Source: an optimization exercise on an open RTL-to-GDS flow (aim: small area, a short achievable clock period and few clock cycles). Production flows keep margins and buffers that such runs may drop.
Only simulation tests tie the RTL to the original design; equivalence was not proved.
Power is estimated from default activity; no workload was simulated.

$ cat design/flow/config.mk
export PLATFORM = sky130hd
export DESIGN_NAME = multi_mode_task_scheduler
export DESIGN_NICKNAME = multi_mode_task_scheduler
export VERILOG_FILES = /design/flow/design.v
export SDC_FILE = /design/flow/constraint.sdc
export NUM_CORES = 4
export LEC_CHECK = 0
export CAP_MARGIN = 20
export CORE_MARGIN = 2
export CORE_UTILIZATION = 25
export PLACE_DENSITY = 0.35
export SETUP_SLACK_MARGIN = 2.5
export SLEW_MARGIN = 20
$ cat design/flow/run.sh
#!/bin/bash
# synth_recipe.tcl (not shown) runs the flow's synth.tcl, then flattens the netlist and writes it again
# the make line also repeats each setting of config.mk as NAME=value (left out here)
make -C /OpenROAD-flow-scripts/flow DESIGN_CONFIG=/design/flow/config.mk WORK_HOME=/design/flow/orfs CLKGATE_MAP_FILE= SYNTH_SCRIPT=/design/flow/synth_recipe.tcl finish
$ cat design/flow/design.v
`default_nettype none
package mmts_pkg;
  localparam int unsigned TIME_W        = 16;
  localparam int unsigned ID_W          = 8;
  localparam int unsigned SLICE_W       = 8;
  localparam int unsigned MODE_W        = 2;
  localparam int unsigned QUANT_W       = 8;
  localparam int unsigned CFG_IDX_W     = 1;
  localparam int unsigned CFG_DATA_W    = 8;
  localparam int unsigned DEF_MAX_TASKS = 16;
endpackage
`default_nettype wire
`default_nettype none
module multi_mode_task_scheduler #(
  parameter int unsigned MAX_TASKS = 16
) (
  input  wire          clk_i,
  input  wire          rst_ni,
  input  wire          cfg_we_i,
  input  wire [0:0]    cfg_index_i,
  input  wire [7:0]    cfg_wdata_i,
  input  wire          in_valid_i,
  output logic         in_ready_o,
  input  wire          operation_i,
  input  wire [7:0]    task_id_i,
  input  wire [15:0]   arrival_time_i,
  input  wire [15:0]   burst_length_i,
  output logic         out_valid_o,
  input  wire          out_ready_i,
  output logic [15:0]  current_time_o,
  output logic         load_rejected_o,
  output logic         running_valid_o,
  output logic [7:0]   running_id_o,
  output logic         finished_o,
  output logic [15:0]  turnaround_time_o,
  output logic [15:0]  waiting_time_o,
  output logic [15:0]  response_time_o,
  output logic         all_done_o
);
  localparam int N = 16;
  logic [1:0]   mode_q;
  logic [7:0]   quantum_q;
  logic [15:0]  time_q;
  logic [7:0]   slice_q;
  logic         exp_q;                             
  logic [15:0]  act_rem_q;                         
  logic [N-1:0] used_q, inq_q, run_q;              
  logic [N-1:0] joined_q, started_q, arrived_q;    
  logic [N*8-1:0]  id_q;
  logic [N*16-1:0] arr_q, rm_q, first_q;
  logic [N*17-1:0] ab_q;                           
  logic [N*N-1:0] b_q, s_q, q_q;
  logic         in_v_q, in_op_q;
  logic [7:0]   in_id_q;
  logic [15:0]  in_arr_q;
  logic [15:0]  z_q;      
  logic         s1_v_q, s1_tinc_q, s1_rej_q, s1_runv_q, s1_fin_q, s1_alld_q;
  logic [3:0]   s1_last_q;
  logic         out_valid_q;
  logic s2_free, s1_free, ex_go, acc, tick, load;
  assign s2_free     = !out_valid_q || out_ready_i;
  assign s1_free     = !s1_v_q || s2_free;
  assign ex_go       = in_v_q && s1_free;
  assign in_ready_o  = !in_v_q || s1_free;
  assign out_valid_o = out_valid_q;
  assign acc  = in_valid_i && in_ready_o;
  assign tick = ex_go && in_op_q;
  assign load = ex_go && !in_op_q;
  function automatic logic is_pred(input logic [15:0] z, input logic [15:0] r);
    logic [15:0] y;
    logic        ok;
    y  = ~r;
    ok = !(z[0] ^ y[0]);
    for (int p = 0; p < 15; p++) begin
      ok = ok && ((z[p+1] ^ y[p+1]) == (z[p] | y[p]));
    end
    is_pred = ok;
  endfunction
  logic [N-1:0] rlt, req;
  always_comb begin
    for (int i = 0; i < N; i++) begin
      rlt[i] = z_q <= rm_q[i*16 +: 16];
      req[i] = is_pred(z_q, rm_q[i*16 +: 16]);
    end
  end
  logic         is_srtf, is_rr, act_v, expire, anyq, anyw, r_wins, keep_run;
  logic         newsel, preempt, selv, fin;
  logic [N-1:0] cand, x_rr, x_p, x_all, vset, win, sel, inq_next, run_next, brow, live;
  logic [15:0]  rm_w, time_p1;
  assign is_srtf = (mode_q == 2'd1);
  assign is_rr   = (mode_q == 2'd2);
  assign act_v   = |run_q;
  assign expire  = is_rr && exp_q && act_v;
  assign anyq    = |inq_q;
  assign cand    = used_q & ~joined_q & arrived_q;
  assign x_rr    = expire ? run_q : '0;
  assign vset    = (is_rr && anyq) ? inq_q : is_rr ? cand : (inq_q | cand);
  logic [N-1:0]   mm [N];
  logic [N*N-1:0] se;
  always_comb begin
    brow = '0;
    for (int i = 0; i < N; i++) begin
      mm[i][i] = 1'b1;
      for (int j = i + 1; j < N; j++) begin
        if (run_q[i])      se[i*N+j] = rlt[j] || (req[j] && b_q[i*N+j]);
        else if (run_q[j]) se[i*N+j] = !(rlt[i] || (req[i] && !b_q[i*N+j]));
        else               se[i*N+j] = s_q[i*N+j];
        mm[i][j] = is_srtf ? s_q[i*N+j] : (is_rr && anyq) ? q_q[i*N+j] : b_q[i*N+j];
        mm[j][i] = !mm[i][j];
        brow[j] = brow[j] | (run_q[i] && b_q[i*N+j]);
        brow[i] = brow[i] | (run_q[j] && !b_q[i*N+j]);
      end
    end
    for (int i = 0; i < N; i++) begin
      win[i] = vset[i] && (&(~vset | mm[i]));
    end
  end
  assign live     = rlt | (req & brow);            
  assign anyw     = |win;
  assign r_wins   = !anyw || |(win & live);
  assign keep_run = act_v && (is_srtf ? r_wins : is_rr ? (!expire || !anyw) : 1'b1);
  assign sel      = keep_run ? run_q : win;
  assign newsel   = (!keep_run && anyw) || (expire && !anyw);
  assign preempt  = is_srtf && act_v && !r_wins;
  assign x_p      = preempt ? run_q : '0;
  assign x_all    = x_rr | x_p;
  assign selv     = keep_run || anyw;
  always_comb begin
    rm_w = '0;
    for (int i = 0; i < N; i++) begin
      rm_w = rm_w | (win[i] ? rm_q[i*16 +: 16] : 16'd0);
    end
  end
  logic [15:0] act_rem_d;
  assign act_rem_d = (tick && selv) ? (keep_run ? z_q - 16'd1 : rm_w) : act_rem_q;
  assign fin      = keep_run ? (z_q == 16'd1) : (anyw && rm_w == 16'd0);
  assign inq_next = (inq_q | cand | x_all) & ~sel;
  assign run_next = fin ? '0 : sel;
  assign time_p1  = (time_q != 16'hFFFF) ? time_q + 16'd1 : time_q;
  logic alld_tick, alld_now;
  assign alld_tick = &(~used_q | ((joined_q | cand) & ~inq_next & ~run_next));
  assign alld_now  = &(~used_q | (joined_q & ~inq_q & ~run_q));
  logic [15:0]  arr_x;
  logic [N-1:0] ale;
  assign arr_x = in_op_q ? time_p1 : in_arr_q;
  always_comb begin
    for (int i = 0; i < N; i++) begin
      ale[i] = arr_q[i*16 +: 16] <= arr_x;
    end
  end
  logic         reject, ld_en, arr_now;
  logic [N-1:0] newslot;
  assign reject  = used_q[N-1] || (z_q == 16'd0);
  assign ld_en   = load && !reject;
  assign newslot = ~used_q & {used_q[N-2:0], 1'b1};
  assign arr_now = in_arr_q <= time_q;
  logic [7:0] quantum_d, q_eff_d, slice_inc, slice_d;
  assign quantum_d = (cfg_we_i && cfg_index_i == 1'b1) ? cfg_wdata_i : quantum_q;
  assign q_eff_d   = (quantum_d == 8'd0) ? 8'd1 : quantum_d;
  assign slice_inc = (slice_q != 8'hFF) ? slice_q + 8'd1 : slice_q;
  assign slice_d   = (tick && selv) ? (newsel ? 8'd1 : slice_inc) : slice_q;
  always_ff @(posedge clk_i or negedge rst_ni) begin
    if (!rst_ni) begin
      mode_q      <= 2'd0;
      quantum_q   <= 8'd1;
      time_q      <= '0;
      used_q      <= '0;
      inq_q       <= '0;
      run_q       <= '0;
      in_v_q      <= 1'b0;
      s1_v_q      <= 1'b0;
      out_valid_q <= 1'b0;
    end else begin
      if (cfg_we_i && cfg_index_i == 1'b0) mode_q <= cfg_wdata_i[1:0];
      quantum_q <= quantum_d;
      if (tick) begin
        time_q <= time_p1;
        inq_q  <= inq_next;
        run_q  <= run_next;
      end
      if (ld_en) begin
        used_q <= used_q | newslot;
      end
      in_v_q      <= acc || (in_v_q && !s1_free);
      s1_v_q      <= ex_go || (s1_v_q && !s2_free);
      out_valid_q <= (s1_v_q && s2_free) || (out_valid_q && !out_ready_i);
    end
  end
  always_ff @(posedge clk_i) begin
    if (acc) begin
      in_op_q  <= operation_i;
      in_id_q  <= task_id_i;
      in_arr_q <= arrival_time_i;
    end
    slice_q <= slice_d;
    exp_q   <= (tick && selv) ? (newsel ? (q_eff_d == 8'd1) : (slice_inc >= q_eff_d))
                              : (slice_q >= q_eff_d);
    act_rem_q <= act_rem_d;
    z_q       <= (acc ? operation_i : in_op_q) ? act_rem_d : acc ? burst_length_i : z_q;
    for (int i = 0; i < N; i++) begin
      if ((ld_en && newslot[i]) || (tick && run_q[i])) begin
        rm_q[i*16 +: 16] <= z_q - 16'd1;
      end
      if (ld_en && newslot[i]) begin
        id_q[i*8 +: 8]      <= in_id_q;
        arr_q[i*16 +: 16]   <= in_arr_q;
        ab_q[i*17 +: 17]    <= {1'b0, in_arr_q} + {1'b0, z_q};
        joined_q[i]  <= 1'b0;
        started_q[i] <= 1'b0;
        arrived_q[i] <= arr_now;
      end
      if (tick) begin
        arrived_q[i] <= ale[i];
        joined_q[i]  <= joined_q[i] | cand[i];
        if (sel[i]) begin
          started_q[i] <= 1'b1;
          if (!started_q[i]) first_q[i*16 +: 16] <= time_q;
        end
      end
    end
    for (int i = 0; i < N; i++) begin
      for (int j = i + 1; j < N; j++) begin
        if (ld_en && newslot[j]) begin
          b_q[i*N+j] <= ale[i];
          s_q[i*N+j] <= !(rlt[i] || (req[i] && !ale[i]));
        end
        if (tick) begin
          if (run_q[i] || run_q[j]) s_q[i*N+j] <= se[i*N+j];
          q_q[i*N+j] <= !x_all[i] && (x_all[j] || (cand[i] ? (cand[j] && b_q[i*N+j])
                                                            : (cand[j] || q_q[i*N+j])));
        end
      end
    end
  end
  always_ff @(posedge clk_i) begin
    if (ex_go) begin
      s1_tinc_q <= in_op_q && (time_q != 16'hFFFF);
      s1_rej_q  <= !in_op_q && reject;
      s1_runv_q <= in_op_q && selv;
      s1_fin_q  <= in_op_q && fin;
      s1_alld_q <= in_op_q ? alld_tick : (reject && alld_now);
      s1_last_q <= 4'd0;
      for (int i = 0; i < N; i++) begin
        if (sel[i]) s1_last_q <= 4'(i);
      end
    end
  end
  logic [7:0]  id_l;
  logic [15:0] arr_l, first_l, ta, wt, rt;
  logic [16:0] ab_l, wt17;
  always_comb begin
    id_l = '0; arr_l = '0; ab_l = '0; first_l = '0;
    for (int i = 0; i < N; i++) begin
      if (s1_last_q == 4'(i)) begin
        id_l    = id_q[i*8 +: 8];
        arr_l   = arr_q[i*16 +: 16];
        ab_l    = ab_q[i*17 +: 17];
        first_l = first_q[i*16 +: 16];
      end
    end
  end
  assign ta = time_q - arr_l;
  assign wt17 = {1'b0, time_q} - ab_l;
  assign wt = wt17[16] ? 16'd0 : wt17[15:0];
  assign rt = first_l - arr_l;
  always_ff @(posedge clk_i) begin
    if (s1_v_q && s2_free) begin
      current_time_o    <= time_q - {15'd0, s1_tinc_q};
      load_rejected_o   <= s1_rej_q;
      running_valid_o   <= s1_runv_q;
      running_id_o      <= s1_runv_q ? id_l : 8'd0;
      finished_o        <= s1_fin_q;
      turnaround_time_o <= s1_fin_q ? ta : 16'd0;
      waiting_time_o    <= s1_fin_q ? wt : 16'd0;
      response_time_o   <= s1_fin_q ? rt : 16'd0;
      all_done_o        <= s1_alld_q;
    end
  end
endmodule
`default_nettype wire
$ cat design/flow/constraint.sdc
create_clock -name core_clock -period 9.0 [get_ports {clk_i}]
set_input_delay 1.8000 -clock core_clock [delete_from_list [all_inputs] [get_ports {clk_i}]]
set_output_delay 1.8000 -clock core_clock [all_outputs]
set_load 0.01 [all_outputs]
==> impl_metrics.csv, run 1 <==
group,metric,value,unit
critical_path,r2r_end,"s1_alld_q$_DFFE_PP_",
critical_path,r2r_setup_slack,2.41,ns
power,ir_worst_vdd,247,uV
run,maxCapViolCount,0,
clock_network,cts_tree,"done",
synthesis,synth_area_leaders,"edfxtp_1 (48%), ha_1 (10%), o21ai_0 (3.6%), mux2i_1 (3.6%), a21oi_1 (3.1%)",
floorplanning,dieArea,426000,um^2
floorplanning,die_w,653,um
placement,portBuffers,132,
synthesis,ys_seq_elements,1804,
sta,rsz0062_at_grt,"true",
detailed_routing,vias_per_cell,5.64,
global_routing,grt-ovfl-total,0,
synthesis,synth_top_area_share,48.3,%
synthesis,netlist_instances,9583,
synthesis,yosysWarnings,2,
synthesis,yosysUniqueCellTypes,112,
critical_path,crit_end,"s1_alld_q$_DFFE_PP_",
critical_path,worstPathArrival,7.38,ns
layout,final_area,127000,um^2
sta,period_minus_slack,6.59,ns
synthesis,synth-main-ff-cell,"edfxtp_1",
layout,drive_gt1_share,14.8,%
layout,fin_nets,11100,
sta,fin_setup_tns,0,ns
sta,hold_viol_final,0,
detailed_routing,first_pass_iters,8,
critical_path,required,9.79,ns
layout,syn2layout_area_growth,20.4,%
critical_path,crit_type,"flop to flop",
placement,dpl-instance-area,117000,um^2
placement,place.gp.congestion,1.04,
clock_network,clk_pin_slew,0.06,ns
clock_network,cts.sinks,1804,
detailed_routing,drc,0,
run_status,outcome,"complete, no violations",
floorplanning,num_io_pins,133,
critical_path,r2r_start,"inq_q[0]$_DFFE_PN0P_",
placement,hpwl,451000,um
detailed_routing,num_vias,89900,
clock_network,root_buffer,"clkbuf_16",
floorplanning,initial_utilization,25.1,%
global_routing,grt_antenna_before_repair,71,
clock_network,clock_latency,1.01,ns
worst_hold_path,hold_class,"flop to flop",
critical_path,r2r_cells,22,
sta,max_slew_margin,14.9,%
synthesis,syn_area,105000,um^2
sta,period_share,73.2,%
synthesis,postSynthAreaPerCell,11.0,um^2
floorplanning,coreArea,420000,um^2
floorplanning,dieHeight,653,um
clock_network,htree_levels,4,
global_routing,grt_pass1_wl,826000,um
sta,fmax,0.152,GHz
sta,final-setup-viol-count,0,
sta,tightest_slew,1.27,ns
global_routing,grt_pass1_vias,85600,
synthesis,synth_top_area_cell,"edfxtp_1",
worst_hold_path,min_path_cells,0,
global_routing,grt_max_degree,105,
synthesis,synth-edff-count,1693,
clock_network,cts_hold_buf,0,
detailed_routing,ant_nets,0,
detailed_routing,avgRoutedWirePerCell,39.7,um
clock_network,cts_buffers,228,
synthesis,seq_area_frac_synth,50.8,%
floorplanning,rows,238,
critical_path,critical_path.endpoint_type,"flop",
layout,fill_cells,43000,
critical_path,crit_path_start,"inq_q[0]$_DFFE_PN0P_",
power,power_density,331,nW/um^2
synthesis,async_flop_share,4.27,%
global_routing,grt_usage,28.8,%
sta,finClkSkew,0.0921,ns
detailed_routing,routed_wirelength,634000,um
power,p_leak,47.3,nW
critical_path,cp_max_fo,18,
clock_network,clk_path_buf_depth,4,
sta,maxSlewViolCount,0,
critical_path,cp-start-kind,"flop",
detailed_routing,first_iter_violations,11300,
layout make-up:
type | instances | area (um^2) | area share (%)
multi-input combinational | 6916 | 50100 | 39.6
inverter | 487 | 1870 | 1.48
timing repair buffer | 758 | 6700 | 5.29
sequential | 1804 | 53500 | 42.2
antenna | 49 | 123 | 0.0968
clock buffer | 278 | 6040 | 4.77
tap | 5520 | 6910 | 5.45
clock inverter | 137 | 1440 | 1.14
repair_timing:
item                       4_1_cts  5_1_grt
cloned                           8        4
pin swaps                       11       41
setup buffers                   43       51
setup endpoints to repair      523      310
resized for setup              104      214
cells by family after synthesis:
| group | Yosys count | synth area share, % |
|---|---|---|
| AND/OR/NAND/NOR | 2437 | 11.3 |
| AO/OA/AOI/OAI | 2702 | 16.5 |
| other | 1 | 0.00357 |
| flip-flops | 1804 | 50.8 |
| XOR/XNOR | 314 | 2.62 |
| adder cells (fa/ha/maj) | 856 | 10.2 |
| multiplexers | 483 | 4.73 |
| buffers and inverters | 986 | 3.81 |
registers in the layout (all words and copies together) (netlist names), 120 cells and up:
signal,cells
ab_q,272
arr_q,256
first_q,256
rm_q,256
id_q,128
b_q,120
q_q,120
s_q,120
per-layer routing:
metal / wire (um) / track usage, %
met5: 29 / 0.430
met4: 40200 / 15.7
met3: 45300 / 5.17
met2: 286000 / 45.7
met1: 263000 / 36.9
metrics by stage:
step / cells / setup slack, ns / hold slack [ns] / power (mW) / util [%]
final: 15900 / 2.41 / 0.398 / 41.9 / 30.2
after global routing: 15900 / 2.42 / 0.389 / 43.5 / 30.2
after CTS: 15800 / 2.41 / 0.370 / 41.3 / 29.8
after detailed placement: 15400 / 1.25 / 0.418 / 31.2 / 27.8
after global placement: 15400 / 1.31 / 0.409 / 31.2 / 27.8
after floorplan: 9702 / 2.74 / 0.400 / 21.5 / -
cells in the final DEF, fill, tap and decap left out, types with 235 or more instances in the layout:
master        n
clkbuf_16   235
inv_1       453
a21oi_1     645
nand2_1     818
mux2i_1     322
edfxtp_1   1693
nor2_1      432
o21ai_0     683
nand3_1     255
ha_1        852
buf_4       563
how the worst min path moves through the flow:
stage                                    from                   endpoint  slack [ns]
after floorplan           s1_alld_q$_DFFE_PP_       all_done_o$_DFFE_PP_        0.40
after global placement     s1_rej_q$_DFFE_PP_  load_rejected_o$_DFFE_PP_        0.41
after detailed placement   s1_rej_q$_DFFE_PP_  load_rejected_o$_DFFE_PP_        0.42
after CTS                  s1_rej_q$_DFFE_PP_  load_rejected_o$_DFFE_PP_        0.37
after global routing       s1_rej_q$_DFFE_PP_  load_rejected_o$_DFFE_PP_        0.39
final                      s1_rej_q$_DFFE_PP_  load_rejected_o$_DFFE_PP_        0.40
Yosys cell counts, types with 42 or more instances:
cell,count
a22oi_1,207
a21o_1,175
a221oi_1,70
mux2i_1,373
edfxtp_1,1693
o22ai_1,102
nor3_1,75
and3_1,42
ha_1,852
xor2_1,65
nor4_1,123
clkbuf_1,371
inv_1,479
dfrtp_1,76
nor2b_1,97
nand4_1,228
a31oi_1,107
a21oi_1,660
o21ai_0,752
a222oi_1,63
nand2_1,829
xnor2_1,249
buf_2,46
nor2_1,471
mux2_2,109
a211oi_1,79
o21a_1,91
nand2b_1,86
and2_1,51
nand3_1,263
a22o_1,73
buf_1,45
critical path: stages (launching register included):
cell and delay, ns:
dfrtp_1 0.43, nor4_1 0.69, buf_4 0.27, nand4_1 0.11
buf_4 0.31, mux2i_1 0.92, o2bb2ai_1 0.24, nor4b_2 0.64
nand3_1 0.20, buf_4 0.24, nand2_1 0.15, nor4_2 0.08
nand3_2 0.19, nor4b_4 0.28, nand4_1 0.14, buf_4 0.18
o41ai_4 0.27, buf_4 0.19, buf_4 0.13, and2_1 0.14
o21ai_0 0.10, a31o_2 0.26, o31ai_2 0.20
where the power goes:
part,internal [mW],leakage [nW],switching [mW]
Sequential,10.8,16.6,0.877
Combinational,6.48,27.1,14.2
Clock,5.49,3.64,4.09
Total,22.7,47.3,19.2
Testbench counts, summed over its fixed seeds: cycles 11,053.
==> run 2: changes to the inputs <==
--- a/design/flow/config.mk
+++ b/design/flow/config.mk
@@ -9,5 +9,4 @@
 export CORE_MARGIN = 2
 export CORE_UTILIZATION = 25
 export PLACE_DENSITY = 0.35
-export SETUP_SLACK_MARGIN = 2.5
 export SLEW_MARGIN = 20
==> impl_metrics.csv, run 2 <==
group,metric,value,unit
synthesis,yosysMostFrequentCell,"edfxtp_1",
synthesis,synth_area_leaders,"edfxtp_1 (48%), ha_1 (10%), o21ai_0 (3.6%), mux2i_1 (3.6%), a21oi_1 (3.1%)",
placement,place_worst_setup_slack,1.26,ns
critical_path,critPathMaxStageDelay,0.97,ns
layout,top_register,"ab_q",
floorplanning,num_io_pins,133,
clock_network,postCtsSetupRepairBufs,0,
synthesis,synth_top_area_share,48.3,%
critical_path,cp-start-kind,"flop",
run_status,outcome,"complete, no violations",
critical_path,worstPathCellList,"or4_1 > nor4_4 > buf_12 > mux2i_2 > o22ai_1 > nor4_1 > buf_4 > and3_1 > buf_4 > and4bb_1 > nand3_2 > a211o_1 > buf_4 > a22o_1 > nand2_1 > nor2_2 > buf_4",
sta,finClkSkew,0.0891,ns
synthesis,netlist_instances,9583,
clock_network,cts_buffers,227,
placement,dpl-instance-area,117000,um^2
detailed_routing,ant_nets,0,
clock_network,clk_pin_slew,0.06,ns
sta,hold_viol_final,0,
sta,rsz0062_at_grt,"false",
power,p_sw_share,45.9,%
critical_path,crit_buf_inv,5,
critical_path,r2r_setup_slack,1.03,ns
floorplanning,die_w,653,um
detailed_routing,num_vias,89000,
synthesis,synth_top_area_cell,"edfxtp_1",
clock_network,root_buffer,"clkbuf_16",
sta,maxSlewViolCount,0,
run,maxCapViolCount,0,
power,p_int,22.1,mW
power,p_leak,46.2,nW
clock_network,cts.sinks,1804,
detailed_routing,routed_wirelength,633000,um
sta,period_share,88.5,%
layout,fin_nets,11000,
global_routing,grt_usage,28.9,%
sta,period_minus_slack,7.97,ns
detailed_routing,met2WireLength,283000,um
critical_path,cp_common_cell,"buf_4",
global_routing,grt-ovfl-total,0,
critical_path,critical-path-top-delay-family,"simple AND/OR/NAND/NOR gates",
detailed_routing,highest_layer,"met5",
critical_path,cp_max_fo,17,
layout,final_area,124000,um^2
synthesis,async_flop_share,4.27,%
clock_network,clock_latency,0.99,ns
synthesis,postSynthAreaPerCell,11.0,um^2
power,ir_worst_vdd,165,uV
power,clkPwrFrac,22.9,%
sta,fin_setup_tns,0,ns
clock_network,clk_path_buf_depth,4,
power,p_sw,18.7,mW
synthesis,synth-main-ff-cell,"edfxtp_1",
floorplanning,dieArea,426000,um^2
layout,layout_common_cells,"edfxtp_1 (1,693), ha_1 (852), nand2_1 (824)",
sta,fmax,0.125,GHz
global_routing,grt_antenna_before_repair,64,
power,power_frac_comb,48.4,%
power,power_density,329,nW/um^2
synthesis,syn_area,105000,um^2
placement,portBuffers,132,
layout,layout_commonest_cell,"edfxtp_1",
global_routing,grt_pass1_vias,85300,
detailed_routing,first_iter_violations,11100,
sta,max_slew_margin,7.76,%
clock_network,post_cts_resize_count,0,
sta,tightest_slew,1.37,ns
clock_network,cts_tree,"done",
floorplanning,coreArea,420000,um^2
critical_path,crit_type,"flop to flop",
floorplanning,rows,238,
layout,largest_reg_flops,272,
detailed_routing,vias_per_cell,5.62,
detailed_routing,avgRoutedWirePerCell,40.0,um
clock_network,cts_hold_buf,0,
detailed_routing,drc,0,
layout,final_cell_count_no_fill,15800,
synthesis,synth-edff-count,1693,
layout,syn2layout_area_growth,18.0,%
clock_network,htree_levels,4,
synthesis,ys_seq_elements,1804,
detailed_routing,wl_met3,49300,um
floorplanning,initial_utilization,25.1,%
synthesis,yosysWarnings,2,
placement,place_inst,15400,
critical_path,required,9.64,ns
synthesis,synth_common_cells,"edfxtp_1 (1,693), ha_1 (852), nand2_1 (829), o21ai_0 (752), a21oi_1 (660)",
power,power_frac_seq,28.7,%
layout,drive_gt1_share,12.3,%
critical_path,cp_slowest_cell,"nor4_4",
synthesis,yosysUniqueCellTypes,112,
placement,place.gp.congestion,1.04,
placement,hpwl,456000,um
sta,final-setup-viol-count,0,
critical_path,critical_path.endpoint_type,"flop",
detailed_routing,first_pass_iters,8,
floorplanning,dieHeight,653,um
global_routing,grt_max_degree,109,
detailed_routing,wl_met1,256000,um
worst_hold_path,hold_class,"flop to flop",
layout,utilization,29.6,%
synthesis,seq_area_frac_synth,50.8,%
critical_path,worstPathArrival,8.61,ns
global_routing,grt_pass1_wl,829000,um
sta,setup_ws,1.03,ns
-- run 2: cell counts after synthesis --
Identical to the previous run, type by type.
-- run 2: worst register-to-register path, delay by kind of cell (launching register included) --
kind            cells  cell delay, ns
compound gates      3            0.84
buf+inv             5            1.47
flops               1            0.47
mux                 1            0.85
simple gates        8            3.99
-- run 2: cell families after synthesis --
kind of cell / count (synthesis) / share of synthesized area, %
AO/OA/AOI/OAI: 2702 / 16.5
AND/OR/NAND/NOR: 2437 / 11.3
multiplexers: 483 / 4.73
adder cells (fa/ha/maj): 856 / 10.2
other: 1 / 0.00357
buffers and inverters: 986 / 3.81
XOR/XNOR: 314 / 2.62
flip-flops: 1804 / 50.8
-- run 2: power by group through the flow --
| stage | logic, mW | registers, mW | clock network, mW |
|---|---|---|---|
| floorplan | 10.0 | 11.5 | 0 |
| global placement | 19.5 | 11.8 | 0 |
| detailed placement | 19.4 | 11.8 | 0 |
| CTS | 19.5 | 11.7 | 9.53 |
| global route | 20.9 | 11.7 | 9.83 |
| finish | 19.7 | 11.7 | 9.35 |
-- run 2: worst paths after layout --
| path | startpoint | endpoint | depth (start not counted) |
|---|---|---|---|
| max reg2reg | inq_q[8]$_DFFE_PN0P_ | first_q[111]$_DFFE_PP_ | 17 |
| min in group asynchronous | rst_ni | quantum_q[4]$_DFF_PN0_ | 1 |
| max | inq_q[8]$_DFFE_PN0P_ | first_q[111]$_DFFE_PP_ | 17 |
| min | s1_rej_q$_DFFE_PP_ | load_rejected_o$_DFFE_PP_ | 0 |
| max in group asynchronous | rst_ni | mode_q[1]$_DFFE_PN0P_ | 2 |
| min reg2reg | s1_rej_q$_DFFE_PP_ | load_rejected_o$_DFFE_PP_ | 0 |
-- run 2: per-layer routing --
metal | up-vias | global-route usage, %
met3 | 1318 | 5.91
met2 | 4796 | 45.5
met5 | - | 0
met4 | 22 | 17.1
met1 | 45500 | 36.4
li1 | 37300 | -
-- run 2: through the flow --
stage                     hold WS [ns]  power [mW]
after floorplan                  0.400        21.5
after global placement           0.405        31.3
after detailed placement         0.406        31.3
after CTS                        0.420        40.7
after global routing             0.422        42.4
final                            0.417        40.8
-- run 2: cell type report --
cell class,count,area [um^2]
fill,43100,296000
sequential,1804,53500
multi-input combinational,6912,49000
tap,5520,6910
clock buffer,295,6090
timing repair buffer,650,5470
inverter,487,1860
clock inverter,125,1190
antenna,38,95.1

re-timing with driven ports:
The results above use ideal ports. As a check the final layouts listed here were re-extracted and re-timed, cells and wires unchanged. Step 1 assumes that a clkbuf_16 drives the clock port and a buf_2 every other input. Step 2, shift: input delay + t, output delay - t, t = (earliest + latest rising clock arrival at the registers) / 2. This alone moves slack from input paths to output paths. Three values: no drivers, after step 1, after step 2; two values: the first two.
| run | shift t [ns] | slack for setup (ns) | pins driven straight from the clock port |
|---|---|---|---|
| run 1 | 1.075 | 2.413 / 2.413 / 2.413 | 1 |
| run 2 | 1.056 | 1.031 / 1.031 / 1.031 | 1 |
After both steps every run listed still meets setup and hold.
